Background: an optimization exercise with open tools, aiming at small area, a short achievable clock period and few clock cycles per item. Do not read the settings as production practice.
Function was checked by simulation only, so behaviour that the tests miss may differ from the original.
Power and IR drop assume default switching activity.

==> run a <==
==> flow/design.v (excerpt) <==
module mlfq_scheduler_with_aging_top (
   input  logic         clock,
   input  logic         reset,
   input  logic         start,
   output logic         busy,
   input  logic [2:0]   req_op,
   input  logic [5:0]   req_proc_id,
   input  logic [19:0]  req_burst_cycles,
   input  logic         req_requeue,
   output logic         rsp_valid,
   output logic [5:0]   rsp_granted_id,
   output logic [13:0]  rsp_slice_length,
   output logic [1:0]   rsp_status,
   input  logic         csr_valid,
   output logic         csr_ready,
   input  logic [11:0]  csr_data
);
Settings: LEC_CHECK=0, CAP_MARGIN=20, CORE_MARGIN=2, CORE_UTILIZATION=35, PLACE_DENSITY=0.45, SLEW_MARGIN=20; clock period 12.0 ns.
standard.sh (not shown) runs the stock make flow with config.mk's settings and CLKGATE_MAP_FILE= SYNTH_SCRIPT=/design/flow/synth_recipe.tcl, a recipe that flattens the netlist after the stock synthesis.
==> flow/flow/run.sh <==
#!/bin/bash
# The standard layout (standard.sh: ORFS synth to finish, unchanged scripts),
# run in two calls so that repair_timing aims further below the clock period in
# the stages that can buffer and clone (CTS, global route) than the sizing-only
# pass after floorplan.
set -euo pipefail
cd "$(dirname "$0")/.."
bash standard.sh SETUP_SLACK_MARGIN=3 synth floorplan > flow_to_floorplan.log 2>&1
bash standard.sh SETUP_SLACK_MARGIN=6 finish > flow_to_finish.log 2>&1
==> run b: changes against run a <==
--- a/flow/design.v
+++ b/flow/design.v
@@ -475,26 +475,20 @@
          act      <= '0;
          q_r      <= 12'd8;
          qo_r     <= 12'd8;
          csr_pend <= 1'b0;
          rsp_v_r  <= 1'b0;
-         gacc     <= '0;
-         kth_r    <= {17'h08000 - 17'd64, 17'h08000 - 17'd48, 17'h08000 - 17'd32, 17'h08000 - 17'd16};
-         kg_r     <= {17'h08000 - 17'd64, 17'h08000 - 17'd48, 17'h08000 - 17'd32, 17'h08000 - 17'd16};
       end else begin
          ir_v     <= ir_v_n;
          cst      <= cst_n;
          rs       <= rs_n;
          cnt      <= cnt_n;
          if (aw_en) act[aw_p] <= aw_v;
          q_r      <= q_n;
          qo_r     <= qo_n;
          csr_pend <= csr_pend_n;
          rsp_v_r  <= fin;
-         gacc     <= gacc_n;
-         kth_r    <= kth_n;
-         kg_r     <= kg_n;
       end
    end
    always_ff @(posedge clock) begin
       if (accept) begin
          ir_op <= req_op;
@@ -510,10 +504,11 @@
       rp    <= rp_n;
       rw    <= rw_n;
       adj_i <= adj_i_n;
       rda   <= ((cst == C_ADJ) || (cst == C_IDLE && csr_pend && !csr_valid)) ? adj_i_n[5:0] : f_p;
       fix_r <= ld_en && (ld_k == 2'd1);
+      gacc  <= gacc_n;
       if (lw_en) lvl[lw_p] <= lw_v;
       if (fin) begin
          rsp_g_r  <= fin_g;
          rsp_s_r  <= fin_s;
          rsp_st_r <= fin_st;
@@ -522,14 +517,12 @@
    logic [16:0]         gacc_n;      
    logic [16:0]         rd_u;        
    logic [15:0]         adj_x;
    logic [16:0]         ld_v;        
    logic                ld_vo, ld_old;
-   logic [3:0][16:0]    kth_r;       
-   logic [3:0][16:0]    kg_r;        
-   logic [3:0][16:0]    kth_n, kg_n;
-   logic [16:0]         lv_slice, lv_other;
+   logic [16:0]         kth [4];     
+   logic [16:0]         kg [4];      
    logic [NP-1:0]       p_ld;
    logic [NP-1:0][16:0] p_u;
    always_comb begin
       gacc_n = g_add ? gacc + {2'b0, ir_bx} : gacc;
       rd_u   = uu[rda];
@@ -537,19 +530,16 @@
          2'd0: adj_x = {3'b0, qo_r, 1'b0} - {3'b0, q_r, 1'b0};
          2'd1: adj_x = {2'b0, qo_r, 2'b0} - {2'b0, q_r, 2'b0};
          2'd2: adj_x = ({2'b0, qo_r, 2'b0} + {3'b0, qo_r, 1'b0}) - ({2'b0, q_r, 2'b0} + {3'b0, q_r, 1'b0});
          default: adj_x = {1'b0, qo_r, 3'b0} - {1'b0, q_r, 3'b0};
       endcase
-      kth_n[0] = 17'h08000 - {4'b0, q_n, 1'b0};
-      kth_n[1] = 17'h08000 - {3'b0, q_n, 2'b0};
-      kth_n[2] = 17'h08000 - ({3'b0, q_n, 2'b0} + {4'b0, q_n, 1'b0});
-      kth_n[3] = 17'h08000 - {2'b0, q_n, 3'b0};
-      for (int l = 0; l < 4; l++) kg_n[l] = kth_n[l] - gacc_n;
-      lv_slice = kg_r[sl_nl] - {2'b0, ir_bx};
-      lv_other = ld_act ? kg_r[ld_n] : kth_r[ld_n];
+      for (int l = 0; l < 4; l++) begin
+         kth[l] = 17'h08000 - {2'b0, th[l]};
+         kg[l]  = kth[l] - gacc_n;
+      end
       case (ld_k)
-         2'd0: ld_v = g_add ? lv_slice : lv_other;
+         2'd0: ld_v = ld_act ? kg[ld_n] : kth[ld_n];
          2'd1: ld_v = rd_u - {4'b0, q_r, 1'b0};
          2'd2: ld_v = rd_u + gacc;
          default: ld_v = rd_u + {adj_x[15], adj_x};
       endcase
       ld_vo  = 1'b0;
==> flow/run.sh (new file) <==
#!/bin/bash
# synth_recipe.tcl (not shown) runs the flow's synth.tcl, then flattens the netlist and writes it again
# the make line also repeats each setting of config.mk as NAME=value (left out here)
make -C /OpenROAD-flow-scripts/flow DESIGN_CONFIG=/design/flow/config.mk WORK_HOME=/design/flow/orfs CLKGATE_MAP_FILE= SYNTH_SCRIPT=/design/flow/synth_recipe.tcl finish
--- a/flow/config.mk
+++ b/flow/config.mk
@@ -7,6 +7,7 @@
 export LEC_CHECK = 0
 export CAP_MARGIN = 20
 export CORE_MARGIN = 2
 export CORE_UTILIZATION = 35
 export PLACE_DENSITY = 0.45
+export SETUP_SLACK_MARGIN = 5
 export SLEW_MARGIN = 20
removed: flow/flow/run.sh
removed: flow/standard.sh
==> run c: changes against run a <==
--- a/flow/design.v
+++ b/flow/design.v
@@ -70,12 +70,14 @@
    localparam logic [1:0] R_NONE = 2'd0;
    localparam logic [1:0] R_CAND = 2'd1;
    localparam logic [1:0] R_SRCH = 2'd2;
    logic [11:0]          q_r;
    logic [11:0]          qo_r;       
-   logic [6:0]           adj_i;      
-   logic [5:0]           rda;        
+   logic [8:0]           adj_i;      
+   logic [16:0]          adj_v;      
+   logic [16:0]          ir_u;       
+   logic                 ir_uv;      
    logic                 fix_r;      
    logic [16:0]          gacc;
    logic                 csr_pend;
    logic [11:0]          csr_val;
    logic [3:0][6:0]      cnt;
@@ -218,21 +220,23 @@
    logic [3:1][1:0]  rs_n;
    logic [3:1][5:0]  rf_n, rp_n;
    logic [3:1][1:0]  rw_n;
    logic [11:0]      q_n;
    logic [11:0]      qo_n;
-   logic [6:0]       adj_i_n;
+   logic [8:0]       adj_i_n;
    logic             csr_pend_n;
    logic             fin;
    logic [5:0]       fin_g;
    logic [13:0]      fin_s;
    logic [1:0]       fin_st;
    logic [1:0]  mv_n;
    logic        mv_full;
    logic        promote;
    logic [1:0]  sl_nl;
-   assign exec_go = (cst == C_IDLE) && !csr_pend && ir_v && !(fix_r && ir_op == OP_DISPATCH);
+   logic        sl_fix;       
+   assign exec_go = (cst == C_IDLE) && !csr_pend && ir_v && !(fix_r && ir_op == OP_DISPATCH) &&
+                    !(!ir_uv && in_act && (ir_op == OP_EXIT || (ir_op == OP_SLICE && sl_fix)));
    always_comb begin
       in_act = ir_act;
       in_lvl = ir_lvl;
       any_ne = 1'b0;
       l0     = 2'd0;
@@ -246,10 +250,11 @@
       g_lvl = lvl[g];
       for (int k = 1; k < 4; k++) rp_lvl[k] = lvl[rp[k]];
       lk_lvl = rp_lvl[sel];
       promote = (in_lvl != 2'd3) && ir_pr[in_lvl];
       sl_nl   = promote ? in_lvl + 2'd1 : in_lvl;
+      sl_fix  = promote && !(ir_rq && !cnt[sl_nl][6]);
       mv_n    = (lk_lvl == 2'd0) ? 2'd0 : lk_lvl - 2'd1;
       mv_full = cnt[mv_n][6];
    end
    always_comb begin
       rm_en    = '0;
@@ -434,20 +439,20 @@
                end
             end
          end
          if (rs_n == '0) cst_n = C_IDLE;
       end else if (cst == C_ADJ) begin
-         ld_en   = !adj_i[6];
-         ld_p    = adj_i[5:0];
+         ld_en   = !adj_i[8] && (adj_i[1:0] == 2'd2);
+         ld_p    = adj_i[7:2];
          ld_k    = 2'd3;
-         adj_i_n = adj_i + 7'd1;
-         if (adj_i[6]) cst_n = C_IDLE;
+         adj_i_n = adj_i + 9'd1;
+         if (adj_i[8]) cst_n = C_IDLE;
       end else if (cst == C_IDLE && csr_pend && !csr_valid) begin
          q_n        = csr_val;
          qo_n       = q_r;
          csr_pend_n = 1'b0;
-         adj_i_n    = 7'd0;
+         adj_i_n    = 9'd0;
          cst_n      = C_ADJ;
       end
       if (csr_valid) csr_pend_n = 1'b1;
    end
    logic accept;
@@ -508,21 +513,23 @@
       if (csr_valid) csr_val <= csr_data;
       rf    <= rf_n;
       rp    <= rp_n;
       rw    <= rw_n;
       adj_i <= adj_i_n;
-      rda   <= ((cst == C_ADJ) || (cst == C_IDLE && csr_pend && !csr_valid)) ? adj_i_n[5:0] : f_p;
+      ir_u  <= uu[rd_addr];
+      ir_uv <= !(ld_en && ld_p == rd_addr);
+      adj_v <= ir_u + {adj_x[15], adj_x};
       fix_r <= ld_en && (ld_k == 2'd1);
       if (lw_en) lvl[lw_p] <= lw_v;
       if (fin) begin
          rsp_g_r  <= fin_g;
          rsp_s_r  <= fin_s;
          rsp_st_r <= fin_st;
       end
    end
    logic [16:0]         gacc_n;      
-   logic [16:0]         rd_u;        
+   logic [5:0]          rd_addr;     
    logic [15:0]         adj_x;
    logic [16:0]         ld_v;        
    logic                ld_vo, ld_old;
    logic [3:0][16:0]    kth_r;       
    logic [3:0][16:0]    kg_r;        
@@ -530,12 +537,12 @@
    logic [16:0]         lv_slice, lv_other;
    logic [NP-1:0]       p_ld;
    logic [NP-1:0][16:0] p_u;
    always_comb begin
       gacc_n = g_add ? gacc + {2'b0, ir_bx} : gacc;
-      rd_u   = uu[rda];
-      case (lvl[adj_i[5:0]])
+      rd_addr = (cst == C_ADJ) ? adj_i[7:2] : f_p;
+      case (lvl[adj_i[7:2]])
          2'd0: adj_x = {3'b0, qo_r, 1'b0} - {3'b0, q_r, 1'b0};
          2'd1: adj_x = {2'b0, qo_r, 2'b0} - {2'b0, q_r, 2'b0};
          2'd2: adj_x = ({2'b0, qo_r, 2'b0} + {3'b0, qo_r, 1'b0}) - ({2'b0, q_r, 2'b0} + {3'b0, q_r, 1'b0});
          default: adj_x = {1'b0, qo_r, 3'b0} - {1'b0, q_r, 3'b0};
       endcase
@@ -546,13 +553,13 @@
       for (int l = 0; l < 4; l++) kg_n[l] = kth_n[l] - gacc_n;
       lv_slice = kg_r[sl_nl] - {2'b0, ir_bx};
       lv_other = ld_act ? kg_r[ld_n] : kth_r[ld_n];
       case (ld_k)
          2'd0: ld_v = g_add ? lv_slice : lv_other;
-         2'd1: ld_v = rd_u - {4'b0, q_r, 1'b0};
-         2'd2: ld_v = rd_u + gacc;
-         default: ld_v = rd_u + {adj_x[15], adj_x};
+         2'd1: ld_v = ir_u - {4'b0, q_r, 1'b0};
+         2'd2: ld_v = ir_u + gacc;
+         default: ld_v = adj_v;
       endcase
       ld_vo  = 1'b0;
       ld_old = (q_r == 12'd0);
    end
    for (genvar i = 0; i < NP; i++) begin : g_v
==> out/summary.md <==
The run finished with no timing, DRC or antenna violations. The die covers 668000 sq um. The tools report the total clock buffers created by CTS as 399.

The design area is 277000 sq um, and the synthesis-stage register bit count is 3236. Total power consumption of the routed design: 55.4 mW. The number of instances in the synthesized netlist came out at 22900. The wire length on met1 came out at 474000 um.

Of the post-synthesis cell area, the dominant cell type holds 37.0%. In the routed layout, each cell is associated on average with a via count of 6.61. When the netlist entered floorplanning its net count stood at 24200.

Data on the critical path is required at its endpoint by 12.64 ns.
Source of the figures above: run a

==> out/summary.md <==
The synthesis-stage register bit count was 3145; the design area was 254000 sq um. Of the post-synthesis cell area, the dominant cell type holds 38.2%. Overall power consumption after layout is estimated at 50.4 mW.

In the routed layout, each cell is associated on average with a via count of 6.44. The number of nets in the synthesized netlist was 23300; the required time reported for the critical path endpoint was 12.77 ns. The flow ran to the end and the layout has no timing, DRC or antenna violations.
Source of the figures above: run b

==> out/summary.md <==
The total clock buffers created by CTS is 400. The number of nets in the synthesized netlist is 26300. For the worst setup path, the data required time is 12.88 ns.

The run finished, with violations left. Overall power consumption after layout is estimated at 44.1 mW. In this run the layout check failures are antenna violations. The remaining antenna violation count was 2; the wire length on met1 was 497000 um.
Source of the figures above: run c

Testbench counts of run a, summed over its fixed seeds: cycles 19,727, items 16,000.
Testbench counts of run b, summed over its fixed seeds: cycles 19,727, items 16,000.
Testbench counts of run c, summed over its fixed seeds: cycles 19,784, items 16,000.

[what the ideal ports hide]
How much do the figures lean on ideal ports? The routed layouts below were timed once more, with nothing changed but the port constraints. Step 1 sets driving cells, clkbuf_16 on the clock port and buf_2 on the other inputs (assumed; they add their load-dependent delay and slew). Step 2 moves the port delays by t, midway between the first and last clock arrival at a register: inputs arrive t later, outputs are due t later. That takes back most of the time a late clock gives input paths. Slacks: ideal / step 1 / step 2; pairs: ideal / step 1.
run | t (ns) | slack for setup (ns) | worst setup path after step 2 | latest minus earliest clock arrival (ns)
run a | 1.201 | 5.482 / 5.482 / 5.028 | input to register | 0.132 / 0.132
run b | 1.191 | 4.630 / 4.630 / 4.630 | register to register | 0.096 / 0.096
run c | 1.196 | 5.592 / 5.592 / 4.816 | input to register | 0.090 / 0.090
For run c, which loses most, drivers alone change the setup slack by 0.000 ns; drivers and shift together by -0.776 ns.
